Context: an optimization exercise on an open-source flow, tuned for small area and a short achievable clock period. The choices shown serve that exercise and are no tape-out recipe. Function was checked by simulation only, so behaviour that the tests miss may differ from the original. The flow treats the clock pin as an ideal source, which a real chip does not have. Power is estimated from default activity; no workload was simulated.

==> flow/design.v <==
package pcSequencerPkg;
	typedef logic [31:0] addrT;
	typedef logic [31:0] wordT;
	typedef logic [4:0] regIdxT;
	typedef logic [23:0] labelT;
	typedef enum logic [2:0] {
		brNone  = 3'b000,
		brReg   = 3'b001,
		brLabel = 3'b010,
		brTest  = 3'b100
	} branchTypeT;
	typedef logic [2:0] funcCodeT;
	localparam funcCodeT fnB    = 3'b000;
	localparam funcCodeT fnBl   = 3'b001;
	localparam funcCodeT fnBcy  = 3'b010;
	localparam funcCodeT fnBcny = 3'b011;
	localparam funcCodeT fnBltz = 3'b000;
	localparam funcCodeT fnBz   = 3'b001;
	localparam funcCodeT fnBnz  = 3'b010;
endpackage
`timescale 1ns/100ps
module branchDecode (
	input  logic                  clk,
	input  logic                  rst,
	input  logic                  instrValid,
	input  pcSequencerPkg::wordT  instr,
	output logic                  decValid,
	output logic                  decIsReg,    
	output logic                  decLblAlw,   
	output logic                  decLblCy,    
	output logic                  decLblNcy,   
	output logic                  decLink,     
	output logic                  decTLtz,     
	output logic                  decTZ,       
	output logic                  decTNz,      
	output logic [31:0]           decSel,      
	output pcSequencerPkg::labelT decLabel
);
	logic isReg, isLbl, isTst;
	logic [2:0] fn;
	assign isReg = (instr[31:29] == 3'b001);
	assign isLbl = (instr[31:29] == 3'b010);
	assign isTst = (instr[31:29] == 3'b100);
	assign fn    = instr[28:26];
	always_ff @(posedge clk) begin
		if (rst) begin
			decValid <= 1'b0;
		end else begin
			decValid <= instrValid;
		end
	end
	always_ff @(posedge clk) begin
		decIsReg  <= isReg;
		decLblAlw <= isLbl & (fn[2:1] == 2'b00);
		decLblCy  <= isLbl & (fn == 3'd2);
		decLblNcy <= isLbl & (fn == 3'd3);
		decLink   <= isLbl & (fn == 3'd1);
		decTLtz   <= isTst & (fn == 3'd0);
		decTZ     <= isTst & (fn == 3'd1);
		decTNz    <= isTst & (fn == 3'd2);
		for (int j = 0; j < 32; j++) begin
			decSel[j] <= (instr[23:19] == 5'(j));
		end
		decLabel  <= isTst ? {5'd0, instr[18:0]} : instr[23:0];
	end
endmodule
`timescale 1ns/100ps
module operandFetch (
	input  logic                  clk,
	input  logic                  rst,
	input  logic                  decValid,
	input  logic                  decIsReg,
	input  logic                  decLblAlw,
	input  logic                  decLblCy,
	input  logic                  decLblNcy,
	input  logic                  decLink,
	input  logic                  decTLtz,
	input  logic                  decTZ,
	input  logic                  decTNz,
	input  logic [31:0]           decSel,
	input  pcSequencerPkg::labelT decLabel,
	output logic                  fetValid,
	output logic                  fetUncond,   
	output logic                  fetLink,
	output logic                  fetTLtz,
	output logic                  fetTZ,
	output logic                  fetTNz,
	output logic                  fetNeg,      
	output logic                  fetZero,     
	output pcSequencerPkg::addrT  fetTarget,   
	input  logic                  aluValid,
	input  pcSequencerPkg::regIdxT aluDest,
	input  pcSequencerPkg::wordT  aluData,
	input  logic                  aluCarry,
	input  logic                  linkValid,
	input  pcSequencerPkg::wordT  linkData,
	input  logic                  linkZero
);
	pcSequencerPkg::wordT regFile [0:32-1];
	logic [31:0] regZero;
	logic carryFlag;
	pcSequencerPkg::wordT aluWord;
	pcSequencerPkg::wordT linkWord;
	logic aluZeroBit, linkZeroBit;
	logic [31:0] rowEn;
	assign aluWord     = rst ? '0 : aluData;
	assign linkWord    = rst ? '0 : (linkValid ? linkData : aluData);
	assign aluZeroBit  = rst | (aluData == '0);
	assign linkZeroBit = rst | (linkValid ? linkZero : (aluData == '0));
	logic [3:0] wrHi;
	logic [7:0] wrLo;
	for (genvar a = 0; a < 4; a++) begin : g_hi
		assign wrHi[a] = rst | (aluValid & (aluDest[4:3] == 2'(a)));
	end
	for (genvar b = 0; b < 8; b++) begin : g_lo
		assign wrLo[b] = rst | (aluDest[2:0] == 3'(b));
	end
	for (genvar j = 0; j < 32; j++) begin : g_en
		if (j == 31) begin : g_link
			assign rowEn[j] = (wrHi[j / 8] & wrLo[j % 8]) | linkValid;
		end else begin : g_alu
			assign rowEn[j] = wrHi[j / 8] & wrLo[j % 8];
		end
	end
	always_ff @(posedge clk) begin
		for (int j = 0; j < 32; j++) begin
			if (rowEn[j]) begin
				regFile[j] <= (j == 31) ? linkWord : aluWord;
				regZero[j] <= (j == 31) ? linkZeroBit : aluZeroBit;
			end
		end
	end
	always_ff @(posedge clk) begin
		if (rst) begin
			carryFlag <= 1'b0;
		end else if (aluValid) begin
			carryFlag <= aluCarry;
		end
	end
	pcSequencerPkg::wordT readData;
	logic readZero;
	always_comb begin
		readData = '0;
		readZero = 1'b0;
		for (int j = 0; j < 32; j++) begin
			readData = readData | (regFile[j] & {32{decSel[j]}});
			readZero = readZero | (regZero[j] & decSel[j]);
		end
	end
	always_ff @(posedge clk) begin
		if (rst) begin
			fetValid <= 1'b0;
		end else begin
			fetValid <= decValid;
		end
	end
	always_ff @(posedge clk) begin
		fetUncond <= decIsReg | decLblAlw | (decLblCy & carryFlag) | (decLblNcy & ~carryFlag);
		fetLink   <= decLink;
		fetTLtz   <= decTLtz;
		fetTZ     <= decTZ;
		fetTNz    <= decTNz;
		fetNeg    <= readData[31];
		fetZero   <= readZero;
		fetTarget <= decIsReg ? readData : {8'd0, decLabel};
	end
endmodule
`timescale 1ns/100ps
module branchResolve (
	input  logic                  clk,
	input  logic                  rst,
	input  logic                  fetValid,
	input  logic                  fetUncond,
	input  logic                  fetLink,
	input  logic                  fetTLtz,
	input  logic                  fetTZ,
	input  logic                  fetTNz,
	input  logic                  fetNeg,
	input  logic                  fetZero,
	input  pcSequencerPkg::addrT  fetTarget,
	output logic                  nextPcValid,
	output pcSequencerPkg::addrT  nextPc,
	output logic                  branchTaken,
	output logic                  linkValid,
	output pcSequencerPkg::wordT  linkData,
	output logic                  linkZero
);
	pcSequencerPkg::addrT pcReg;
	pcSequencerPkg::addrT pcPlusOne;
	logic takeBranch;
	logic [31:0] pcCarry;
	assign pcCarry[0] = 1'b1;
	for (genvar i = 1; i < 32; i++) begin : g_carry
		assign pcCarry[i] = &pcReg[i-1:0];
	end
	assign pcPlusOne  = pcReg ^ pcCarry;
	assign takeBranch = fetUncond | (fetTLtz & fetNeg) | (fetTZ & fetZero) | (fetTNz & ~fetZero);
	always_ff @(posedge clk) begin
		if (rst) begin
			pcReg       <= 32'd0;
			nextPcValid <= 1'b0;
			branchTaken <= 1'b0;
			linkValid   <= 1'b0;
		end else begin
			nextPcValid <= fetValid;
			branchTaken <= fetValid & takeBranch;
			linkValid   <= fetValid & fetLink;
			if (fetValid) begin
				pcReg <= takeBranch ? fetTarget : pcPlusOne;
			end
		end
	end
	always_ff @(posedge clk) begin
		linkData <= pcPlusOne;
		linkZero <= &pcReg;
	end
	assign nextPc = pcReg;
endmodule
`timescale 1ns/100ps
module pcSequencer (
	input  logic                   clk,
	input  logic                   rst,
	input  logic                   instrValid,
	input  pcSequencerPkg::wordT   instr,
	input  logic                   aluValid,
	input  pcSequencerPkg::regIdxT aluDest,
	input  pcSequencerPkg::wordT   aluData,
	input  logic                   aluCarry,
	output logic                   nextPcValid,
	output pcSequencerPkg::addrT   nextPc,
	output logic                   branchTaken
);
	logic linkValid, linkZero;
	pcSequencerPkg::wordT linkData;
	logic decValid, decIsReg, decLblAlw, decLblCy, decLblNcy, decLink;
	logic decTLtz, decTZ, decTNz;
	logic [31:0] decSel;
	pcSequencerPkg::labelT decLabel;
	logic fetValid, fetUncond, fetLink, fetTLtz, fetTZ, fetTNz, fetNeg, fetZero;
	pcSequencerPkg::addrT fetTarget;
	branchDecode u_branchDecode (
		.clk(clk), .rst(rst), .instrValid(instrValid), .instr(instr),
		.decValid(decValid), .decIsReg(decIsReg), .decLblAlw(decLblAlw),
		.decLblCy(decLblCy), .decLblNcy(decLblNcy), .decLink(decLink),
		.decTLtz(decTLtz), .decTZ(decTZ), .decTNz(decTNz),
		.decSel(decSel), .decLabel(decLabel)
	);
	operandFetch u_operandFetch (
		.clk(clk), .rst(rst), .decValid(decValid), .decIsReg(decIsReg),
		.decLblAlw(decLblAlw), .decLblCy(decLblCy), .decLblNcy(decLblNcy),
		.decLink(decLink), .decTLtz(decTLtz), .decTZ(decTZ), .decTNz(decTNz),
		.decSel(decSel), .decLabel(decLabel),
		.fetValid(fetValid), .fetUncond(fetUncond), .fetLink(fetLink),
		.fetTLtz(fetTLtz), .fetTZ(fetTZ), .fetTNz(fetTNz),
		.fetNeg(fetNeg), .fetZero(fetZero), .fetTarget(fetTarget),
		.aluValid(aluValid), .aluDest(aluDest), .aluData(aluData), .aluCarry(aluCarry),
		.linkValid(linkValid), .linkData(linkData), .linkZero(linkZero)
	);
	branchResolve u_branchResolve (
		.clk(clk), .rst(rst), .fetValid(fetValid), .fetUncond(fetUncond),
		.fetLink(fetLink), .fetTLtz(fetTLtz), .fetTZ(fetTZ), .fetTNz(fetTNz),
		.fetNeg(fetNeg), .fetZero(fetZero), .fetTarget(fetTarget),
		.nextPcValid(nextPcValid), .nextPc(nextPc), .branchTaken(branchTaken),
		.linkValid(linkValid), .linkData(linkData), .linkZero(linkZero)
	);
endmodule
==> flow/flow/run.sh <==
#!/bin/bash
# The standard layout, with two changes: the port buffers are buf_4 cells
# (the default pick is a slow delay cell that the footprint-bound sizer
# cannot replace), and the sizer may swap cells across footprints.
set -euo pipefail
cd "$(dirname "$0")/.."
echo 'export BUFFER_PORTS_ARGS = -buffer_cell sky130_fd_sc_hd__buf_4' >> config.mk
bash standard.sh MATCH_CELL_FOOTPRINT=0 finish > flow_make.log 2>&1
==> flow/standard.sh <==
#!/bin/bash
# synth_recipe.tcl (not shown) runs the flow's synth.tcl, then flattens the netlist and writes it again
# the make line also repeats each setting of config.mk as NAME=value (left out here)
make -C /OpenROAD-flow-scripts/flow DESIGN_CONFIG=/design/flow/config.mk WORK_HOME=/design/flow/orfs CLKGATE_MAP_FILE= SYNTH_SCRIPT=/design/flow/synth_recipe.tcl "${@:-finish}"
==> flow/config.mk <==
export PLATFORM = sky130hd
export DESIGN_NAME = pcSequencer
export DESIGN_NICKNAME = pcSequencer
export VERILOG_FILES = /design/flow/design.v
export SDC_FILE = /design/flow/constraint.sdc
export NUM_CORES = 4
export LEC_CHECK = 0
export CAP_MARGIN = 20
export CORE_MARGIN = 2
export CORE_UTILIZATION = 60
export CTS_CLUSTER_DIAMETER = 100
export CTS_CLUSTER_SIZE = 30
export SETUP_SLACK_MARGIN = 1.5
export SLEW_MARGIN = 20
export BUFFER_PORTS_ARGS = -buffer_cell sky130_fd_sc_hd__buf_4
==> flow/constraint.sdc <==
create_clock -name core_clock -period 3.6 [get_ports {clk}]
set_input_delay 0.7200 -clock core_clock [delete_from_list [all_inputs] [get_ports {clk}]]
set_output_delay 0.7200 -clock core_clock [all_outputs]
set_load 0.01 [all_outputs]
==> results of run 1 <==
==> power groups by stage <==
stage          logic (W)  registers, W  clock network (W)
2_1_floorplan   0.000769        0.0174                  0
3_3_place_gp     0.00165        0.0175                  0
3_5_place_dp     0.00168        0.0176                  0
4_1_cts          0.00170        0.0172            0.00656
5_1_grt          0.00180        0.0173            0.00703
6_report         0.00176        0.0172            0.00657
==> timing repair <==
action / CTS / global route
resized for setup: 48 / 30
setup buffers: 4 / 17
setup endpoints to repair: 67 / 339
pin swaps: 6 / 7
gates cloned: 1 / 1
==> per-layer routing <==
layer	routed length [µm]	track usage, %
met1	52100	52.63
met2	69240	61.57
met3	16010	5.743
met4	8173	17.60
met5	0	0
==> cell type report <==
| cell class | instances | area, µm² |
|---|---|---|
| repair buffers | 267 | 2444 |
| clock inverters | 3 | 33.78 |
| clock buffers | 74 | 1256 |
| inverters | 14 | 56.30 |
| flip-flops and latches | 1230 | 35330 |
| multi-input cells | 1209 | 8656 |
| repair inverters | 1 | 5.005 |
| fillers | 4873 | 23730 |
| well taps | 959 | 1200 |
==> worst max-delay path, delay by kind of cell (launching register included) <==
kind | cells | cell delay [ps]
buffers and inverters | 1 | 270
AO/OA/AOI/OAI | 2 | 810
AND/OR/NAND/NOR | 1 | 330
flip-flops | 1 | 550
==> state kept, by name (all words and copies together), names as in the netlist, 24 cells and up <==
signal,cells
u_branchDecode.decLabel,24
u_branchDecode.decSel,32
u_branchResolve.linkData,32
u_branchResolve.pcReg,32
u_operandFetch.fetTarget,32
u_operandFetch.regFile,1024
u_operandFetch.regZero,32
==> per-stage QoR <==
step / power (W) / cell area, µm² / cells / worst slack [ps] / hold slack [ps]
floorplan: 0.01812 / 44360 / 2623 / 1369 / 309.6
global placement: 0.01916 / 47180 / 3657 / 867.9 / 313.6
detailed placement: 0.01925 / 47180 / 3657 / 855.6 / 312.1
CTS: 0.02549 / 48700 / 3739 / 1326 / 133.9
global route: 0.02614 / 48980 / 3757 / 1369 / 138.6
finish: 0.02558 / 48980 / 3757 / 1431 / 160.5
==> kinds of logic (layout without fill, tap and decap cells) <==
family                     Yosys count  after routing  synth area share (%)
DFF                               1230           1230                 80.00
adders and majority gates            5              5                0.1422
xor gates and xnor gates            26             26                0.5176
muxes                               37             37                0.8589
buffers and inverters              185            359                 1.598
AOI/OAI and AO/OA                  631            631                 10.80
and+or+nand+nor                    509            510                 6.081
==> final timing paths <==
path | from | endpoint | cells past startpoint
worst max-delay path | u_branchDecode.decSel[25] | u_operandFetch.fetTarget[30] | 4
worst max register to register | u_branchDecode.decSel[25] | u_operandFetch.fetTarget[30] | 4
worst min register to register | u_branchDecode.decLink | u_operandFetch.fetLink | 0
worst min-delay path | instr[7] | u_branchDecode.decLabel[7] | 1
==> layout by cell type, fill, tap and decap left out, types with 15 or more instances in the layout <==
| cell | Yosys | final |
|---|---|---|
| buf_12 | 0 | 31 |
| clkbuf_1 | 158 | 28 |
| nor2_4 | 0 | 32 |
| nand3_1 | 41 | 39 |
| mux2i_1 | 34 | 34 |
| o21ai_0 | 22 | 20 |
| nor2b_1 | 34 | 22 |
| dfxtp_1 | 174 | 127 |
| a222oi_1 | 24 | 24 |
| nor2_1 | 149 | 116 |
| nand4_1 | 117 | 117 |
| a22oi_1 | 433 | 430 |
| a221oi_1 | 26 | 26 |
| a21oi_1 | 38 | 38 |
| a22o_1 | 29 | 29 |
| edfxtp_1 | 1056 | 1056 |
| dfxtp_4 | 0 | 30 |
| clkbuf_16 | 0 | 46 |
| nand2_1 | 60 | 59 |
| dfxtp_2 | 0 | 17 |
| nor4_1 | 36 | 26 |
| xnor2_1 | 15 | 15 |
| buf_4 | 1 | 231 |
==> run summary, run 1 <==
- CP required: 4070 ps
- Commonest cells in the netlist: edfxtp_1, a22oi_1, dfxtp_1
- Worst path max stage delay: 660 ps
- Least-Margin Pin Slew: 1077 ps
- Leakage: 15.29 nW
- Yosys warning total: 4
- Sequential Power Share: 67.4%
- Initial drt markers: 4861
- Gate power share: 6.9%
- Status: no timing/DRC/antenna violations
- DP HPWL: 80520 µm
- WP data arrival: 2640 ps
- Primary FF master, synth: edfxtp_1
- Post-cts hold buffer count: 0
- Average size of a mapped cell: 16.77 µm²
- Startpoint types: flop
- CTS tree: yes
- Kind of critical path: reg -> reg
- Final Wtd Congestion: 0.8889
- Die Height: 274.8 µm
- Final setup violation count: 0
- Routed WL: 145500 µm
- IO buf count: 105
- H-Tree Depth: 2
- Post-synth EDFFs: 1056
- Routed Antenna Nets: 0
- Worst hold path type: in -> reg
- Pwr Density: 522.2 mW/mm²
- Global Route Usage Sum: 38.33%
- Top post-synthesis cells by area: edfxtp_1, dfxtp_1, a22oi_1
- 1st-pass router iterations: 8
- RSZ-0062 raised after global routing: yes
- Pint: 0.01968 W
- Worst-case clock buffer depth: 3
- Relative slew slack: 28.01%
- Antenna diode count: 0
- Synth Register Bits: 1230
- Psw: 0.005896 W
- Initial Utilization: 60.50%
- DRC errors left: 0
- Synthesized netlist cell count: 2623
- Clk pwr share: 25.7%
- First-pass GRT wire length: 197000 µm
- Worst setup EP type: flop
- Max VDD drop: 0.5319 mV
- Total grt overflow: 0
- Worst path slowest cell: o41a_1
- Clock Skews: 30.42 ps
- Cell taking the most area after synthesis: edfxtp_1
- Final core occ: 67.36%
- Yosys cell types: 64
- Number of CTS-inserted buffers: 46
- R2r setup slk: 1430 ps
- Nets: 2848
- Clk sinks: 1230
- Clock latency (worst-skew pair): 670 ps
- Max Slew Vio Count: 0
- Max cap viols: 0
- Die Wd: 274.8 µm
- Routed vias: 27230
- Ys async rst share: 0%
- Fmax achieved: 0.4610 GHz
- Final hold vios: 0
- Worst-path clk slew: 120 ps
- Setup TNS: 0 ps
- Period Utilization, post-route: 60.26%
- Vias in the first global route: 25580
- Yosys top cell area share: 72.08%
- Initial antenna violation count: 0
- Largest net degree at the start of global routing: 53
- CTS root buffer: clkbuf_16
- Die area: 0.07550 mm²
- Tmin final: 2169 ps
- Mapped Nets: 2702
- Routed WL per cell: 38.73 µm
- Cell area after synthesis: 0.04399 mm²
- Crit path cell chain: buf_4, a22oi_1, nand4_1, o41a_1
- Sequential share of the synthesized area: 80.00%
- # IOs: 108
- Share of cells above drive strength 1: 16.55%
- CP max FO: 20
- Net Sw Frac: 23.05%
- Most common cell in the synthesized netlist: edfxtp_1
- FP Rows: 99
- Core ar.: 0.07271 mm²
- Vias per inst: 7.248
- Area Growth Syn to Fin: 11.33%
==> run 2, diff against run 1 <==
--- a/flow/design.v
+++ b/flow/design.v
@@ -34,6 +34,9 @@
 	output logic                  decTZ,       
 	output logic                  decTNz,      
 	output logic [31:0]           decSel,      
+	output logic                  decHit,      
+	input  logic                  aluWrite,
+	input  pcSequencerPkg::regIdxT aluDest,
 	output pcSequencerPkg::labelT decLabel
 );
 	logic isReg, isLbl, isTst;
@@ -42,6 +45,8 @@
 	assign isLbl = (instr[31:29] == 3'b010);
 	assign isTst = (instr[31:29] == 3'b100);
 	assign fn    = instr[28:26];
+	logic hit;
+	assign hit = aluWrite & (instr[23:19] == aluDest);
 	always_ff @(posedge clk) begin
 		if (rst) begin
 			decValid <= 1'b0;
@@ -58,8 +63,9 @@
 		decTLtz   <= isTst & (fn == 3'd0);
 		decTZ     <= isTst & (fn == 3'd1);
 		decTNz    <= isTst & (fn == 3'd2);
+		decHit    <= hit;
 		for (int j = 0; j < 32; j++) begin
-			decSel[j] <= (instr[23:19] == 5'(j));
+			decSel[j] <= (instr[23:19] == 5'(j)) & ~hit;
 		end
 		decLabel  <= isTst ? {5'd0, instr[18:0]} : instr[23:0];
 	end
@@ -78,6 +84,7 @@
 	input  logic                  decTZ,
 	input  logic                  decTNz,
 	input  logic [31:0]           decSel,
+	input  logic                  decHit,      
 	input  pcSequencerPkg::labelT decLabel,
 	output logic                  fetValid,
 	output logic                  fetUncond,   
@@ -89,6 +96,7 @@
 	output logic                  fetZero,     
 	output pcSequencerPkg::addrT  fetTarget,   
 	input  logic                  aluValid,
+	input  logic                  aluWrite,    
 	input  pcSequencerPkg::regIdxT aluDest,
 	input  pcSequencerPkg::wordT  aluData,
 	input  logic                  aluCarry,
@@ -99,34 +107,37 @@
 	pcSequencerPkg::wordT regFile [0:32-1];
 	logic [31:0] regZero;
 	logic carryFlag;
-	pcSequencerPkg::wordT aluWord;
+	pcSequencerPkg::wordT stData;
+	logic stZero;
+	logic [3:0] stHi;    
+	logic [7:0] stLo;    
+	always_ff @(posedge clk) begin
+		stData <= rst ? '0 : aluData;
+		stZero <= rst | (aluData == '0);
+		for (int a = 0; a < 4; a++) begin
+			stHi[a] <= rst | (aluWrite & (aluDest[4:3] == 2'(a)));
+		end
+		for (int b = 0; b < 8; b++) begin
+			stLo[b] <= rst | (aluDest[2:0] == 3'(b));
+		end
+	end
 	pcSequencerPkg::wordT linkWord;
-	logic aluZeroBit, linkZeroBit;
+	logic linkZeroBit;
 	logic [31:0] rowEn;
-	assign aluWord     = rst ? '0 : aluData;
-	assign linkWord    = rst ? '0 : (linkValid ? linkData : aluData);
-	assign aluZeroBit  = rst | (aluData == '0);
-	assign linkZeroBit = rst | (linkValid ? linkZero : (aluData == '0));
-	logic [3:0] wrHi;
-	logic [7:0] wrLo;
-	for (genvar a = 0; a < 4; a++) begin : g_hi
-		assign wrHi[a] = rst | (aluValid & (aluDest[4:3] == 2'(a)));
-	end
-	for (genvar b = 0; b < 8; b++) begin : g_lo
-		assign wrLo[b] = rst | (aluDest[2:0] == 3'(b));
-	end
+	assign linkWord    = linkValid ? linkData : stData;
+	assign linkZeroBit = linkValid ? linkZero : stZero;
 	for (genvar j = 0; j < 32; j++) begin : g_en
 		if (j == 31) begin : g_link
-			assign rowEn[j] = (wrHi[j / 8] & wrLo[j % 8]) | linkValid;
+			assign rowEn[j] = (stHi[j / 8] & stLo[j % 8]) | linkValid;
 		end else begin : g_alu
-			assign rowEn[j] = wrHi[j / 8] & wrLo[j % 8];
+			assign rowEn[j] = stHi[j / 8] & stLo[j % 8];
 		end
 	end
 	always_ff @(posedge clk) begin
 		for (int j = 0; j < 32; j++) begin
 			if (rowEn[j]) begin
-				regFile[j] <= (j == 31) ? linkWord : aluWord;
-				regZero[j] <= (j == 31) ? linkZeroBit : aluZeroBit;
+				regFile[j] <= (j == 31) ? linkWord : stData;
+				regZero[j] <= (j == 31) ? linkZeroBit : stZero;
 			end
 		end
 	end
@@ -146,6 +157,8 @@
 			readData = readData | (regFile[j] & {32{decSel[j]}});
 			readZero = readZero | (regZero[j] & decSel[j]);
 		end
+		readData = readData | (stData & {32{decHit}});
+		readZero = readZero | (stZero & decHit);
 	end
 	always_ff @(posedge clk) begin
 		if (rst) begin
@@ -235,6 +248,9 @@
 	logic decValid, decIsReg, decLblAlw, decLblCy, decLblNcy, decLink;
 	logic decTLtz, decTZ, decTNz;
 	logic [31:0] decSel;
+	logic decHit;
+	logic aluWrite;
+	assign aluWrite = aluValid & ~rst & ~(linkValid & (aluDest == 5'(31)));
 	pcSequencerPkg::labelT decLabel;
 	logic fetValid, fetUncond, fetLink, fetTLtz, fetTZ, fetTNz, fetNeg, fetZero;
 	pcSequencerPkg::addrT fetTarget;
@@ -243,17 +259,18 @@
 		.decValid(decValid), .decIsReg(decIsReg), .decLblAlw(decLblAlw),
 		.decLblCy(decLblCy), .decLblNcy(decLblNcy), .decLink(decLink),
 		.decTLtz(decTLtz), .decTZ(decTZ), .decTNz(decTNz),
-		.decSel(decSel), .decLabel(decLabel)
+		.decSel(decSel), .decHit(decHit), .aluWrite(aluWrite), .aluDest(aluDest),
+		.decLabel(decLabel)
 	);
 	operandFetch u_operandFetch (
 		.clk(clk), .rst(rst), .decValid(decValid), .decIsReg(decIsReg),
 		.decLblAlw(decLblAlw), .decLblCy(decLblCy), .decLblNcy(decLblNcy),
 		.decLink(decLink), .decTLtz(decTLtz), .decTZ(decTZ), .decTNz(decTNz),
-		.decSel(decSel), .decLabel(decLabel),
+		.decSel(decSel), .decHit(decHit), .decLabel(decLabel),
 		.fetValid(fetValid), .fetUncond(fetUncond), .fetLink(fetLink),
 		.fetTLtz(fetTLtz), .fetTZ(fetTZ), .fetTNz(fetTNz),
 		.fetNeg(fetNeg), .fetZero(fetZero), .fetTarget(fetTarget),
-		.aluValid(aluValid), .aluDest(aluDest), .aluData(aluData), .aluCarry(aluCarry),
+		.aluValid(aluValid), .aluWrite(aluWrite), .aluDest(aluDest), .aluData(aluData), .aluCarry(aluCarry),
 		.linkValid(linkValid), .linkData(linkData), .linkZero(linkZero)
 	);
 	branchResolve u_branchResolve (
==> run 2 against run 1 <==
Compared with the run above: still clean on timing, DRC and antenna; non-clock buffer count decreased by 49; via count rose by 6.7%; maximum frequency increased by 2.5%; wire length is 16% higher; clock power grew 7.5%; final area up 2.1%; sequential power increased by 5%; final cell count increased by 2.6%; die area increased by 3.4%; clock skew increased by 6.9 ps; global-route usage grew 4.0 points; flip-flop and latch count rose by 46; highest routed layer is now met5.
==> run summary, run 2 <==
- Max Slew Vio Count: 0
- Clock latency (worst-skew pair): 680 ps
- Global Route Usage Sum: 42.37%
- Leakage: 15.95 nW
- Routed Antenna Nets: 0
- CP required: 4060 ps
- Share of cells above drive strength 1: 14.70%
- Final core occ: 66.17%
- Routed WL per cell: 43.62 µm
- WHS: 136.2 ps
- Yosys cell types: 65
- Startpoint types: flop
- Final Wtd Congestion: 0.8667
- DP HPWL: 83630 µm
- Register area: 0.03628 mm²
- Least-Margin Pin Slew: 1138 ps
- Largest net degree at the start of global routing: 43
- Clk sinks: 1276
- Area Growth Syn to Fin: 9.827%
- Final hold vios: 0
- Post-synth EDFFs: 1056
- Primary FF master, synth: edfxtp_1
- # IOs: 108
- IO buf count: 105
- Clock Skews: 37.37 ps
- Worst-case clock buffer depth: 3
- Final setup violation count: 0
- Initial antenna violation count: 16
- Ys async rst share: 0%
- Setup crit start: u_branchDecode.decSel[20]
- R2r setup slk: 1480 ps
- Synth Register Bits: 1276
- Top post-synthesis cells by area: edfxtp_1, dfxtp_1, a22oi_1
- Number of CTS-inserted buffers: 48
- Sequential share of the synthesized area: 79.32%
- Period Utilization, post-route: 58.78%
- Die area: 0.07810 mm²
- Pwr Density: 533.5 mW/mm²
- Worst-path clk slew: 120 ps
- Core ar.: 0.07557 mm²
- DRC errors left: 0
- Setup TNS: 0 ps
- Worst setup EP type: flop
- H-Tree Depth: 2
- CTS tree: yes
- Initial Utilization: 60.25%
- Die Height: 279.5 µm
- RSZ-0062 raised after global routing: yes
- Vias per inst: 7.541
- Reg2Reg Capture Point: u_operandFetch.fetZero
- Status: no timing/DRC/antenna violations
- Largest register FFs: 1024
- Die Wd: 279.5 µm
- Fmax achieved: 0.4725 GHz
- Synthesized netlist cell count: 2710
- Worst reg2reg path depth: 4
- Vias in the first global route: 26390
- Routed WL: 168100 µm
- Nets: 2909
- Relative slew slack: 24.12%
- Routed vias: 29050
- Yosys warning total: 4
- End of the critical path: u_operandFetch.fetZero
- CP max FO: 18
- Layout Cells excl Fill: 3853
- CTS root buffer: clkbuf_16
- Placed insts: 3722
- Commonest non-fill, non-tap cell in the layout: edfxtp_1
- Post-cts hold buffer count: 0
- WP data arrival: 2580 ps
- Worst hold path type: in -> reg
- Most common cell in the synthesized netlist: edfxtp_1
- Mapped Nets: 2789
- Commonest cells after routing, fill and taps aside: edfxtp_1, a22oi_1, buf_4, dfxtp_1, nand2_1
- Total grt overflow: 0
- Commonest cells in the netlist: edfxtp_1, a22oi_1, dfxtp_1
- FILL cells: 5290
- First-pass GRT wire length: 221700 µm
- Max VDD drop: 0.5899 mV
- FP Rows: 101
- Reg-to-reg startpoint: u_branchDecode.decSel[20]
- Area of the multi-input gates: 0.008967 mm²
- Yosys top cell area share: 69.65%
- Cell area after synthesis: 0.04553 mm²
- Tmin final: 2116 ps
- 1st-pass router iterations: 6
- Cell taking the most area after synthesis: edfxtp_1
- Max cap viols: 0
- Kind of critical path: reg -> reg
- Initial drt markers: 5833
- Top reg by flops: u_operandFetch.regFile
- Average size of a mapped cell: 16.80 µm²
[run 2: layout make-up]
class / count / area share [%]
antenna: 5 / 0.02502
clock buffer: 88 / 2.787
clock inverter: 2 / 0.06506
inverter: 17 / 0.1351
multi-input combinational: 1269 / 17.93
sequential: 1276 / 72.56
tap: 978 / 2.447
timing repair buffer: 218 / 4.048
[run 2: worst min path at each step]
stage	start	end	cells past startpoint
floorplan	u_branchDecode.decLink	u_operandFetch.fetLink	0
global placement	u_branchDecode.decLink	u_operandFetch.fetLink	0
detailed placement	u_branchDecode.decTLtz	u_operandFetch.fetTLtz	0
CTS	instr[6]	u_branchDecode.decLabel[6]	1
global route	instr[16]	u_branchDecode.decLabel[16]	1
finish	instr[6]	u_branchDecode.decLabel[6]	1
[run 2: stage by stage]
stage               power (W)  setup slack (ps)  area, µm²
floorplan             0.01869              1466      45540
global placement      0.01971              1286      47790
detailed placement    0.01980              1257      47790
CTS                   0.02649              1466      49620
global route          0.02715              1497      49990
finish                0.02668              1484      50010
[run 2: timing repair]
| action | CTS | global route |
|---|---|---|
| pin swaps | 1 | 1 |
| buffers inserted | 14 | 22 |
| gates resized for setup | 51 | 27 |
| setup endpoints to repair | 70 | 73 |
[run 2: per-layer routing]
layer	GRT usage, %	wire length, µm	up-vias
met5	0	146	-
met4	17.32	8448	20
met3	13.22	27620	405
met2	60.92	71700	2628
met1	60.75	60160	14770
li1	-	-	11240
[run 2: worst max-delay path, stage by stage (launching register included)]
cell and delay [ps]:
dfxtp_4 570, a22o_1 310, a221oi_1 240, nand4_1 180
or3_1 560
[run 2: cell families after synthesis]
logic type	count (synthesis)	share of synthesized area [%]
DFF	1276	79.32
buffers and inverters	165	1.380
xor gates and xnor gates	31	0.5963
and+or+nand+nor	529	6.337
muxes	37	0.9069
adders and majority gates	5	0.1374
AOI/OAI and AO/OA	667	11.32
[run 2: power breakdown]
group,total [W],internal (W),switching (W)
logic,0.00163,0.000385,0.00125
registers,0.0180,0.0173,0.000638
clock network,0.00706,0.00269,0.00438
==> run 3, diff against run 2 <==
==> flow/flow/run.sh (replaced) <==
#!/bin/bash
# The standard layout, with these changes:
# - the port buffers are buf_4 cells (the default pick is a slow delay cell
#   that the footprint-bound sizer cannot replace);
# - the sizer may swap cells across footprints;
# - the 4-input OR and NOR cells, which are slow, are not used;
# - after CTS, one more setup repair by sizing only (flow/post_cts.tcl).
set -euo pipefail
cd "$(dirname "$0")/.."
here=$(pwd)
cat >> config.mk <<EOC
export BUFFER_PORTS_ARGS = -buffer_cell sky130_fd_sc_hd__buf_4
export POST_CTS_TCL = $here/flow/post_cts.tcl
export EXTRA_SETUP_MARGIN = 1.8
export DONT_USE_CELLS = sky130_fd_sc_hd__or4_1 sky130_fd_sc_hd__or4_2 sky130_fd_sc_hd__or4_4 sky130_fd_sc_hd__or4b_1 sky130_fd_sc_hd__or4b_2 sky130_fd_sc_hd__or4b_4 sky130_fd_sc_hd__or4bb_1 sky130_fd_sc_hd__or4bb_2 sky130_fd_sc_hd__or4bb_4 sky130_fd_sc_hd__nor4_1 sky130_fd_sc_hd__nor4_2 sky130_fd_sc_hd__nor4_4 sky130_fd_sc_hd__nor4b_1 sky130_fd_sc_hd__nor4b_2 sky130_fd_sc_hd__nor4b_4 sky130_fd_sc_hd__nor4bb_1 sky130_fd_sc_hd__nor4bb_2 sky130_fd_sc_hd__nor4bb_4
EOC
bash standard.sh MATCH_CELL_FOOTPRINT=0 finish > flow_make.log 2>&1
==> flow/flow/post_cts.tcl (new file) <==
# Extra setup repair after CTS: cell sizing and pin swaps only, aiming past
# the flow's own margin, then legalise the placement again.
log_cmd repair_timing -setup -setup_margin $::env(EXTRA_SETUP_MARGIN) -sequence sizeup,swap -max_passes 100 -repair_tns 100 -verbose
log_cmd detailed_placement
check_placement -verbose
log_cmd estimate_parasitics -placement
puts "extra sizing: worst slack [worst_slack -max]"
--- a/flow/config.mk
+++ b/flow/config.mk
@@ -7,9 +7,12 @@
 export LEC_CHECK = 0
 export CAP_MARGIN = 20
 export CORE_MARGIN = 2
-export CORE_UTILIZATION = 60
+export CORE_UTILIZATION = 65
 export CTS_CLUSTER_DIAMETER = 100
-export CTS_CLUSTER_SIZE = 30
+export CTS_CLUSTER_SIZE = 25
 export SETUP_SLACK_MARGIN = 1.5
 export SLEW_MARGIN = 20
 export BUFFER_PORTS_ARGS = -buffer_cell sky130_fd_sc_hd__buf_4
+export POST_CTS_TCL = /design/flow/flow/post_cts.tcl
+export EXTRA_SETUP_MARGIN = 1.8
+export DONT_USE_CELLS = sky130_fd_sc_hd__or4_1 sky130_fd_sc_hd__or4_2 sky130_fd_sc_hd__or4_4 sky130_fd_sc_hd__or4b_1 sky130_fd_sc_hd__or4b_2 sky130_fd_sc_hd__or4b_4 sky130_fd_sc_hd__or4bb_1 sky130_fd_sc_hd__or4bb_2 sky130_fd_sc_hd__or4bb_4 sky130_fd_sc_hd__nor4_1 sky130_fd_sc_hd__nor4_2 sky130_fd_sc_hd__nor4_4 sky130_fd_sc_hd__nor4b_1 sky130_fd_sc_hd__nor4b_2 sky130_fd_sc_hd__nor4b_4 sky130_fd_sc_hd__nor4bb_1 sky130_fd_sc_hd__nor4bb_2 sky130_fd_sc_hd__nor4bb_4
==> run 3 against run 2 <==
Compared with the run above: highest routed layer unchanged; clock skew fell by 9.0 ps; flip-flop and latch count unchanged; via count shrank 1.3%; setup slack improved by 120 ps; non-clock buffer count shrank 43; area after synthesis up 0.55%; hold slack lost 14 ps; still clean; register-to-register slack improved by 130 ps; critical endpoint is now nextPc[22]; largest power group unchanged.
==> run summary, run 3 <==
- Worst path slowest cell: dfxtp_4
- Final Cell Area: 0.05053 mm²
- Final Wtd Congestion: 0.8941
- Yosys cell types: 62
- Startpoint types: flop
- CP delay by family, top: flip-flops
- First-pass GRT wire length: 211400 µm
- Average size of a mapped cell: 17.21 µm²
- Post-synth EDFFs: 1056
- Clock latency (worst-skew pair): 690 ps
- Top reg by flops: u_operandFetch.regFile
- IO buf count: 105
- Initial drt markers: 5345
- Commonest cells after routing, fill and taps aside: edfxtp_1, a22o_1, a22oi_1, dfxtp_1, a221oi_1
- Mapped Nets: 2739
- CTS tree: yes
- RSZ-0062 raised after global routing: no
- DP Worst Slack: 1050 ps
- Crit path cell chain: buf_6
- Die area: 0.07257 mm²
- Tmin final: 1996 ps
- WP data arrival: 1280 ps
- Routed WL: 155100 µm
- Least-Margin Pin Slew: 1135 ps
- Top post-synthesis cells by area: edfxtp_1, dfxtp_1, a22o_1
- Clk sinks: 1276
- Initial Utilization: 65.49%
- Commonest non-fill, non-tap cell in the layout: edfxtp_1
- Worst setup EP type: output port
- Cell area after synthesis: 0.04578 mm²
- Sequential share of the synthesized area: 78.88%
- Relative slew slack: 24.23%
- Kind of critical path: reg -> out
- DP HPWL: 82810 µm
- Period Utilization, post-route: 55.44%
- # IOs: 108
- Vias in the first global route: 26710
- Fmax achieved: 0.5010 GHz
- CP required: 2880 ps
- Primary FF master, synth: edfxtp_1
- Yosys top cell area share: 69.26%
- Status: no timing/DRC/antenna violations
- Setup TNS: 0 ps
- Share of cells above drive strength 1: 17.18%
- Total grt overflow: 0
- Leakage: 15.97 nW
- Initial antenna violation count: 3
- Max Slew Vio Count: 0
- Final setup violation count: 0
- Commonest cells in the netlist: edfxtp_1, dfxtp_1, a22o_1
- Final core occ: 72.28%
- Slack of the critical path: 1604 ps
- Clock Skews: 28.33 ps
- Core ar.: 0.06991 mm²
- Worst hold path type: in -> reg
- Routed vias: 28670
- Post-DP Area: 0.04777 mm²
- Synthesized netlist cell count: 2660
- Pwr Density: 536.7 mW/mm²
- Routed WL per cell: 41.66 µm
- Die Height: 269.4 µm
- Die Wd: 269.4 µm
- 1st-pass router iterations: 5
- Routed Antenna Nets: 0
- DRC errors left: 0
- Most common cell in the synthesized netlist: edfxtp_1
- Vias per inst: 7.698
- CP max FO: 10
- Yosys warning total: 4
- Ys async rst share: 0%
- Global Route Usage Sum: 42.46%
- WHS: 122.1 ps
- Final hold vios: 0
- CP bufs+invs: 1
- Nets: 2813
- Cell taking the most area after synthesis: edfxtp_1
- Largest net degree at the start of global routing: 41
- Worst-path clk slew: 110 ps
- Max VDD drop: 0.4580 mV
- FP Rows: 97
- Largest register FFs: 1024
- Area Growth Syn to Fin: 10.37%
- Max cap viols: 0
- Synth Register Bits: 1276
- Worst path max stage delay: 450 ps
-- run 3: through the flow --
stage	cells	total power (W)
after floorplan	2660	0.01874
after global placement	3608	0.01972
after detailed placement	3609	0.01982
after global routing	3723	0.02764
final	3724	0.02712
-- run 3: worst paths after layout --
| path | from | to | slack [ps] | depth (start not counted) |
|---|---|---|---|---|
| worst max-delay path | u_branchResolve.pcReg[22] | nextPc[22] | 1600 | 1 |
| worst min-delay path | instr[16] | u_branchDecode.decLabel[16] | 120 | 1 |
| worst max register to register | u_branchDecode.decSel[6] | u_operandFetch.fetTarget[26] | 1610 | 5 |
| worst min register to register | u_branchDecode.decTLtz | u_operandFetch.fetTLtz | 330 | 0 |
-- run 3: area by class of cell --
type                       instances  area [µm²]
sequential                      1276       36360
fill                            4464       19380
multi-input combinational       1210        9469
timing repair buffer             175        1785
clock buffer                     104        1603
tap                              940        1176
clock inverter                     4       71.32
inverter                          14       57.56
antenna                            1       2.502
-- run 3: logic make-up after synthesis --
group                      synth area share (%)
DFF                                       78.88
AOI/OAI and AO/OA                         12.13
and+or+nand+nor                           5.769
buffers and inverters                     1.591
muxes                                    0.9019
xor gates and xnor gates                 0.5930
adders and majority gates                0.1366
-- run 3: power breakdown --
part	total, W	leakage (nW)	switching [W]	internal, W
logic	0.00162	3.83	0.00119	0.000428
clock network	0.00749	0.788	0.00443	0.00306
registers	0.0180	11.3	0.000682	0.0173
-- run 3: layer usage --
metal  GRT usage (%)  part of all wire (%)  up-vias
li1                -                     -    11050
met1           59.16                    34    14610
met2           63.22                    44     2540
met3           8.478                    14      459
met4           25.01                   7.4        4
met5               0                 0.015        -
==> run 4, diff against run 3 <==
--- a/flow/config.mk
+++ b/flow/config.mk
@@ -10,7 +10,7 @@
 export CORE_UTILIZATION = 65
 export CTS_CLUSTER_DIAMETER = 100
 export CTS_CLUSTER_SIZE = 25
-export SETUP_SLACK_MARGIN = 1.5
+export SETUP_SLACK_MARGIN = 1.2
 export SLEW_MARGIN = 20
 export BUFFER_PORTS_ARGS = -buffer_cell sky130_fd_sc_hd__buf_4
 export POST_CTS_TCL = /design/flow/flow/post_cts.tcl
==> run 4 against run 3 <==
Compared with the run above: final cell count about the same; highest routed layer unchanged; first-iteration DRC count up 5.3%; setup slack worse by 31 ps; clock power about the same; final area about the same; clock skew down 1.5 ps; flip-flop and latch count unchanged; critical path type is now reg -> reg; non-clock buffer count down 5.
==> run summary, run 4 <==
- First-pass GRT wire length: 211300 µm
- Final Wtd Congestion: 0.8941
- Routed vias: 28530
- FILL cells: 4465
- Cell area after synthesis: 0.04578 mm²
- Post-synth EDFFs: 1056
- CP delay by family, top: simple AND/OR/NAND/NOR gates
- Primary FF master, synth: edfxtp_1
- Worst-path clk slew: 100 ps
- Total grt overflow: 0
- Yosys cell types: 62
- Final hold vios: 0
- Worst setup EP type: flop
- Register area: 0.03637 mm²
- Die area: 0.07257 mm²
- Top reg by flops: u_operandFetch.regFile
- Most common cell in the synthesized netlist: edfxtp_1
- Commonest non-fill, non-tap cell in the layout: edfxtp_1
- Leakage: 15.96 nW
- Sequential share of the synthesized area: 78.88%
- Mapped Nets: 2739
- WP data arrival: 2570 ps
- Vias in the first global route: 26630
- Largest net degree at the start of global routing: 41
- Crit path cell chain: and4_4, nand4_1, o311ai_2, a31oi_1
- Max Slew Vio Count: 0
- Top post-synthesis cells by area: edfxtp_1, dfxtp_1, a22o_1
- Pwr Density: 536.6 mW/mm²
- Fmax achieved: 0.4934 GHz
- Kind of critical path: reg -> reg
- Relative slew slack: 25.06%
- Final setup violation count: 0
- Synth Register Bits: 1276
- Core ar.: 0.06991 mm²
- Clk sinks: 1276
- Die Wd: 269.4 µm
- Nets: 2808
- Clock Skews: 26.88 ps
- Least-Margin Pin Slew: 1122 ps
- Clock latency (worst-skew pair): 690 ps
- Ys async rst share: 0%
- Max VDD drop: 0.4551 mV
- Commonest cells in the netlist: edfxtp_1, dfxtp_1, a22o_1
- Initial Utilization: 65.49%
- Initial drt markers: 5626
- Max cap viols: 0
- Area Growth Syn to Fin: 10.33%
- Status: no timing/DRC/antenna violations
- Tmin final: 2027 ps
- Routed Antenna Nets: 0
- Average size of a mapped cell: 17.21 µm²
- CP bufs+invs: 0
- FP Rows: 97
- DRC errors left: 0
- Setup TNS: 0 ps
- IO buf count: 105
- CTS tree: yes
- Period Utilization, post-route: 56.29%
- Routed WL per cell: 41.58 µm
- RSZ-0062 raised after global routing: no
- Startpoint types: flop
- Largest register FFs: 1024
- Total power: 0.02711 W
- Synthesized netlist cell count: 2660
- Worst hold path type: in -> reg
- Yosys top cell area share: 69.26%
- Routed WL: 154700 µm
- DP HPWL: 82810 µm
- Share of cells above drive strength 1: 17.21%
- Yosys warning total: 4
- CP required: 4150 ps
- Worst path slowest cell: nand4_1
- CP max FO: 11
- Vias per inst: 7.668
- Cell taking the most area after synthesis: edfxtp_1
- Global Route Usage Sum: 42.44%
- Area of the multi-input gates: 0.009474 mm²
- Worst path max stage delay: 520 ps
- Die Height: 269.4 µm
- # IOs: 108
- Initial antenna violation count: 4
- Commonest cells after routing, fill and taps aside: edfxtp_1, a22o_1, a22oi_1, dfxtp_1, a221oi_1
- 1st-pass router iterations: 6
-- run 4: final timing paths --
path,start,endpoint,slack (ps),cells after the start
setup / recovery,u_branchResolve.pcReg[17],u_branchResolve.pcReg[29],1570,4
hold / removal,instr[16],u_branchDecode.decLabel[16],120,1
setup reg to reg,u_branchResolve.pcReg[17],u_branchResolve.pcReg[29],1570,4
hold reg to reg,u_branchDecode.decTLtz,u_operandFetch.fetTLtz,330,0
-- run 4: layout make-up --
class | count | share of cell area, %
multi-input combinational | 1210 | 18.76
inverter | 14 | 0.1189
sequential | 1276 | 72.00
clock inverter | 4 | 0.1412
tap | 940 | 2.328
clock buffer | 104 | 3.173
antenna | 3 | 0.01486
timing repair buffer | 170 | 3.470
-- run 4: per-stage QoR --
step | util, % | cells | hold slack (ps) | instance area, µm² | worst slack, ps
floorplan | - | 2660 | 309.6 | 45780 | 1601
global placement | 68.29 | 3608 | 315.5 | 47740 | 1149
detailed placement | 68.33 | 3609 | 315.8 | 47770 | 1050
global route | 72.24 | 3718 | 111.5 | 50500 | 1522
finish | 72.25 | 3721 | 121.1 | 50510 | 1573
-- run 4: cells by family (layout without fill, tap and decap cells) --
group           Yosys count  count (layout)  share of synthesized area (%)
flops                  1276            1276                          78.88
compound gates          671             671                          12.13
simple gates            466             466                          5.769
buf+inv                 174             292                          1.591
mux                      37              37                         0.9019
xor+xnor                 31              31                         0.5930
fa+ha+maj                 5               5                         0.1366
other cells               0               3                              0
-- run 4: metal layers --
metal / share of wire (%) / global-route usage, % / up-vias
li1: - / - / 11040
met1: 34 / 59.45 / 14440
met2: 44 / 63.19 / 2572
met3: 15 / 8.157 / 484
met4: 7.6 / 24.81 / 4
met5: 0.016 / 0 / -
-- run 4: where the power goes --
group | total [W] | leakage, nW | internal (W) | switching [W]
sequential | 0.0180 | 11.3 | 0.0173 | 0.000682
combinational | 0.00161 | 3.83 | 0.000426 | 0.00118
clock | 0.00748 | 0.788 | 0.00306 | 0.00442
==> run 5, diff against run 4 <==
--- a/flow/design.v
+++ b/flow/design.v
@@ -34,9 +34,6 @@
 	output logic                  decTZ,       
 	output logic                  decTNz,      
 	output logic [31:0]           decSel,      
-	output logic                  decHit,      
-	input  logic                  aluWrite,
-	input  pcSequencerPkg::regIdxT aluDest,
 	output pcSequencerPkg::labelT decLabel
 );
 	logic isReg, isLbl, isTst;
@@ -45,8 +42,6 @@
 	assign isLbl = (instr[31:29] == 3'b010);
 	assign isTst = (instr[31:29] == 3'b100);
 	assign fn    = instr[28:26];
-	logic hit;
-	assign hit = aluWrite & (instr[23:19] == aluDest);
 	always_ff @(posedge clk) begin
 		if (rst) begin
 			decValid <= 1'b0;
@@ -63,9 +58,8 @@
 		decTLtz   <= isTst & (fn == 3'd0);
 		decTZ     <= isTst & (fn == 3'd1);
 		decTNz    <= isTst & (fn == 3'd2);
-		decHit    <= hit;
 		for (int j = 0; j < 32; j++) begin
-			decSel[j] <= (instr[23:19] == 5'(j)) & ~hit;
+			decSel[j] <= (instr[23:19] == 5'(j));
 		end
 		decLabel  <= isTst ? {5'd0, instr[18:0]} : instr[23:0];
 	end
@@ -84,7 +78,6 @@
 	input  logic                  decTZ,
 	input  logic                  decTNz,
 	input  logic [31:0]           decSel,
-	input  logic                  decHit,      
 	input  pcSequencerPkg::labelT decLabel,
 	output logic                  fetValid,
 	output logic                  fetUncond,   
@@ -96,7 +89,6 @@
 	output logic                  fetZero,     
 	output pcSequencerPkg::addrT  fetTarget,   
 	input  logic                  aluValid,
-	input  logic                  aluWrite,    
 	input  pcSequencerPkg::regIdxT aluDest,
 	input  pcSequencerPkg::wordT  aluData,
 	input  logic                  aluCarry,
@@ -107,37 +99,34 @@
 	pcSequencerPkg::wordT regFile [0:32-1];
 	logic [31:0] regZero;
 	logic carryFlag;
-	pcSequencerPkg::wordT stData;
-	logic stZero;
-	logic [3:0] stHi;    
-	logic [7:0] stLo;    
-	always_ff @(posedge clk) begin
-		stData <= rst ? '0 : aluData;
-		stZero <= rst | (aluData == '0);
-		for (int a = 0; a < 4; a++) begin
-			stHi[a] <= rst | (aluWrite & (aluDest[4:3] == 2'(a)));
-		end
-		for (int b = 0; b < 8; b++) begin
-			stLo[b] <= rst | (aluDest[2:0] == 3'(b));
-		end
-	end
+	pcSequencerPkg::wordT aluWord;
 	pcSequencerPkg::wordT linkWord;
-	logic linkZeroBit;
+	logic aluZeroBit, linkZeroBit;
 	logic [31:0] rowEn;
-	assign linkWord    = linkValid ? linkData : stData;
-	assign linkZeroBit = linkValid ? linkZero : stZero;
+	assign aluWord     = rst ? '0 : aluData;
+	assign linkWord    = rst ? '0 : (linkValid ? linkData : aluData);
+	assign aluZeroBit  = rst | (aluData == '0);
+	assign linkZeroBit = rst | (linkValid ? linkZero : (aluData == '0));
+	logic [3:0] wrHi;
+	logic [7:0] wrLo;
+	for (genvar a = 0; a < 4; a++) begin : g_hi
+		assign wrHi[a] = rst | (aluValid & (aluDest[4:3] == 2'(a)));
+	end
+	for (genvar b = 0; b < 8; b++) begin : g_lo
+		assign wrLo[b] = rst | (aluDest[2:0] == 3'(b));
+	end
 	for (genvar j = 0; j < 32; j++) begin : g_en
 		if (j == 31) begin : g_link
-			assign rowEn[j] = (stHi[j / 8] & stLo[j % 8]) | linkValid;
+			assign rowEn[j] = (wrHi[j / 8] & wrLo[j % 8]) | linkValid;
 		end else begin : g_alu
-			assign rowEn[j] = stHi[j / 8] & stLo[j % 8];
+			assign rowEn[j] = wrHi[j / 8] & wrLo[j % 8];
 		end
 	end
 	always_ff @(posedge clk) begin
 		for (int j = 0; j < 32; j++) begin
 			if (rowEn[j]) begin
-				regFile[j] <= (j == 31) ? linkWord : stData;
-				regZero[j] <= (j == 31) ? linkZeroBit : stZero;
+				regFile[j] <= (j == 31) ? linkWord : aluWord;
+				regZero[j] <= (j == 31) ? linkZeroBit : aluZeroBit;
 			end
 		end
 	end
@@ -157,8 +146,6 @@
 			readData = readData | (regFile[j] & {32{decSel[j]}});
 			readZero = readZero | (regZero[j] & decSel[j]);
 		end
-		readData = readData | (stData & {32{decHit}});
-		readZero = readZero | (stZero & decHit);
 	end
 	always_ff @(posedge clk) begin
 		if (rst) begin
@@ -248,9 +235,6 @@
 	logic decValid, decIsReg, decLblAlw, decLblCy, decLblNcy, decLink;
 	logic decTLtz, decTZ, decTNz;
 	logic [31:0] decSel;
-	logic decHit;
-	logic aluWrite;
-	assign aluWrite = aluValid & ~rst & ~(linkValid & (aluDest == 5'(31)));
 	pcSequencerPkg::labelT decLabel;
 	logic fetValid, fetUncond, fetLink, fetTLtz, fetTZ, fetTNz, fetNeg, fetZero;
 	pcSequencerPkg::addrT fetTarget;
@@ -259,18 +243,17 @@
 		.decValid(decValid), .decIsReg(decIsReg), .decLblAlw(decLblAlw),
 		.decLblCy(decLblCy), .decLblNcy(decLblNcy), .decLink(decLink),
 		.decTLtz(decTLtz), .decTZ(decTZ), .decTNz(decTNz),
-		.decSel(decSel), .decHit(decHit), .aluWrite(aluWrite), .aluDest(aluDest),
-		.decLabel(decLabel)
+		.decSel(decSel), .decLabel(decLabel)
 	);
 	operandFetch u_operandFetch (
 		.clk(clk), .rst(rst), .decValid(decValid), .decIsReg(decIsReg),
 		.decLblAlw(decLblAlw), .decLblCy(decLblCy), .decLblNcy(decLblNcy),
 		.decLink(decLink), .decTLtz(decTLtz), .decTZ(decTZ), .decTNz(decTNz),
-		.decSel(decSel), .decHit(decHit), .decLabel(decLabel),
+		.decSel(decSel), .decLabel(decLabel),
 		.fetValid(fetValid), .fetUncond(fetUncond), .fetLink(fetLink),
 		.fetTLtz(fetTLtz), .fetTZ(fetTZ), .fetTNz(fetTNz),
 		.fetNeg(fetNeg), .fetZero(fetZero), .fetTarget(fetTarget),
-		.aluValid(aluValid), .aluWrite(aluWrite), .aluDest(aluDest), .aluData(aluData), .aluCarry(aluCarry),
+		.aluValid(aluValid), .aluDest(aluDest), .aluData(aluData), .aluCarry(aluCarry),
 		.linkValid(linkValid), .linkData(linkData), .linkZero(linkZero)
 	);
 	branchResolve u_branchResolve (
--- a/flow/config.mk
+++ b/flow/config.mk
@@ -10,7 +10,7 @@
 export CORE_UTILIZATION = 65
 export CTS_CLUSTER_DIAMETER = 100
 export CTS_CLUSTER_SIZE = 25
-export SETUP_SLACK_MARGIN = 1.2
+export SETUP_SLACK_MARGIN = 1.5
 export SLEW_MARGIN = 20
 export BUFFER_PORTS_ARGS = -buffer_cell sky130_fd_sc_hd__buf_4
 export POST_CTS_TCL = /design/flow/flow/post_cts.tcl
==> run 5 against run 4 <==
Compared with the run above: sequential share of layout area decreased by 0.96 points; final area down 1.3%; power shrank 2.8%; critical path depth is 1 higher; synthesized cell count decreased by 2.5%; largest cell class unchanged.
==> run summary, run 5 <==
- Worst-path clk slew: 100 ps
- Synth Register Bits: 1230
- Commonest non-fill, non-tap cell in the layout: edfxtp_1
- FP Rows: 95
- Relative slew slack: 28.52%
- Area Growth Syn to Fin: 13.24%
- IO buf count: 105
- Antenna diode count: 0
- Setup crit start: u_operandFetch.fetZero
- 1st-pass router iterations: 6
- Ys async rst share: 0%
- Global Route Usage Sum: 40.99%
- Hold EP: u_branchDecode.decLabel[0]
- Pwr Density: 528.2 mW/mm²
- Reg-to-reg startpoint: u_operandFetch.fetZero
- DRC errors left: 0
- Routed vias: 27560
- Yosys top cell area share: 72.00%
- Die Height: 264.3 µm
- CTS tree: yes
- Average size of a mapped cell: 16.99 µm²
- Initial drt markers: 5479
- Routed WL: 143600 µm
- Status: no timing/DRC/antenna violations
- Period Utilization, post-route: 56.80%
- Post-DP Area: 0.04708 mm²
- Die area: 0.06986 mm²
- Vias per inst: 7.541
- Largest register FFs: 1024
- Cell area after synthesis: 0.04404 mm²
- Post-synth EDFFs: 1056
- Clock Skews: 21.51 ps
- RSZ-0062 raised after global routing: no
- Top post-synthesis cells by area: edfxtp_1, dfxtp_1, a22oi_1
- Setup TNS: 0 ps
- Final setup violation count: 0
- Startpoint types: flop
- Routed Antenna Nets: 0
- Core ar.: 0.06716 mm²
- Cell taking the most area after synthesis: edfxtp_1
- Initial Utilization: 65.58%
- Final hold vios: 0
- Share of cells above drive strength 1: 18.62%
- Yosys cell types: 63
- Mapped Nets: 2672
- # IOs: 108
- Kind of critical path: reg -> reg
- Final Wtd Congestion: 0.9077
- Clk sinks: 1230
- Tmin final: 2045 ps
- CP required: 4210 ps
- Reg2Reg Capture Point: u_branchResolve.pcReg[30]
- Worst reg2reg path depth: 5
- Synthesized netlist cell count: 2593
- Min-Delay Path Depth: 1
- Primary FF master, synth: edfxtp_1
- Routed WL per cell: 39.29 µm
- Max Slew Vio Count: 0
- Max VDD drop: 0.5576 mV
- First-pass GRT wire length: 196400 µm
- Largest net degree at the start of global routing: 92
- Hold_sp: instr[0]
- Nets: 2814
- Commonest cells after routing, fill and taps aside: edfxtp_1, a22oi_1, buf_4, nor2_1, nand4_1
- Yosys warning total: 4
- Vias in the first global route: 26190
- DP HPWL: 79230 µm
- Die Wd: 264.3 µm
- FILL cells: 4088
- Most common cell in the synthesized netlist: edfxtp_1
- Fmax achieved: 0.4890 GHz
- Least-Margin Pin Slew: 1067 ps
- Initial antenna violation count: 3
- Worst setup EP type: flop
- Clock latency (worst-skew pair): 680 ps
- WP data arrival: 2660 ps
- Worst hold path type: in -> reg
- Leakage: 15.63 nW
- Final Cell Area: 0.04987 mm²
- R2r setup slk: 1560 ps
- Commonest cells in the netlist: edfxtp_1, a22oi_1, dfxtp_1
- Total grt overflow: 0
- Sequential share of the synthesized area: 79.91%
- CP max FO: 57
- Top reg by flops: u_operandFetch.regFile
- Max cap viols: 0
run 5: cell types whose count changed in the layout (fill, tap and decap cells not counted), sizes merged, moves of 22 or more:
cell,delta
dfxtp,-46
a221oi,-71
a22o,-70
and2,-27
a21oi,+32
or2,-22
o31a,-28
buf,+68
nor2,+86
mux2,-31
nor3,+22
a22oi,+105
mux2i,+31
run 5: cell type report:
class                      count  area (µm²)  share of cell area (%)
tap                          873        1092                   2.190
timing repair buffer         238        2549                   5.110
clock inverter                 3       45.04                 0.09031
inverter                       9       37.54                 0.07526
clock buffer                 101        1570                   3.148
sequential                  1230       35430                   71.03
multi-input combinational   1201        9154                   18.35
run 5: power by group:
| part | switching (W) | internal, W |
|---|---|---|
| clock | 0.00425 | 0.00299 |
| sequential | 0.000528 | 0.0168 |
| combinational | 0.00131 | 0.000488 |
run 5: how the worst max path moves through the flow:
stage	cells after the start	endpoint	slack [ps]
3_3_place_gp	5	u_operandFetch.regFile[20][5]	830
3_5_place_dp	5	u_operandFetch.regFile[20][9]	820
2_1_floorplan	3	u_operandFetch.regFile[0][10]	1370
6_report	5	u_branchResolve.pcReg[30]	1560
5_1_grt	5	u_branchResolve.pcReg[30]	1500
run 5: per-stage QoR:
stage	setup slack [ps]	hold slack (ps)	utilization, %	cells	total power [W]
5_1_grt	1500	124.3	74.26	3655	0.02689
3_3_place_gp	825.6	312.2	70.08	3548	0.01917
6_report	1555	136.4	74.26	3655	0.02635
2_1_floorplan	1366	309.6	-	2593	0.01815
3_5_place_dp	820.7	313.2	70.10	3549	0.01927
run 5: cell families after synthesis:
logic type / after synthesis / synth area share (%)
AO/OA/AOI/OAI: 627 / 11.17
buffers and inverters: 162 / 1.466
XOR/XNOR: 26 / 0.5170
multiplexers: 37 / 0.8579
AND/OR/NAND/NOR: 506 / 5.937
adder cells (fa/ha/maj): 5 / 0.1420
flip-flops: 1230 / 79.91
run 5: critical path: stages (launching register included):
cell and delay [ps]:
dfxtp_2 340, mux2_4 360, or2_4 470, or3_1 440, mux2_4 270, a21oi_2 110
run 5: layer usage:
metal	part of all wire, %	GRT usage [%]
met4	7.4	25.23
met2	46	63.22
met1	34	55.76
met5	0.013	0
met3	13	6.618

==> afterwards: timing with drivers on the ports <==
How much do the figures lean on ideal ports? The routed layouts below were timed once more, with nothing changed but the port constraints.
Step 1 assumes that a clkbuf_16 drives the clock port and a buf_2 every other input.
Step 2, shift: input delay + t, output delay - t, t = (earliest + latest rising clock arrival at the registers) / 2. This alone moves slack from input paths to output paths.
Three values: ideal, step 1, step 2; two values: the first two.
run	shift t [ns]	slack for setup (ns)	pins driven straight from the clock port
run 1	0.722	1.431 / 1.431 / 0.905	1
run 2	0.736	1.484 / 1.464 / 1.297	1
run 3	0.752	1.604 / 1.531 / 1.274	1
run 4	0.748	1.573 / 1.548 / 1.218	1
run 5	0.738	1.555 / 1.532 / 0.994	1
After both steps every run listed still meets setup and hold. For run 5, which loses most, drivers alone change the setup slack by -0.023 ns; drivers and shift together by -0.561 ns.
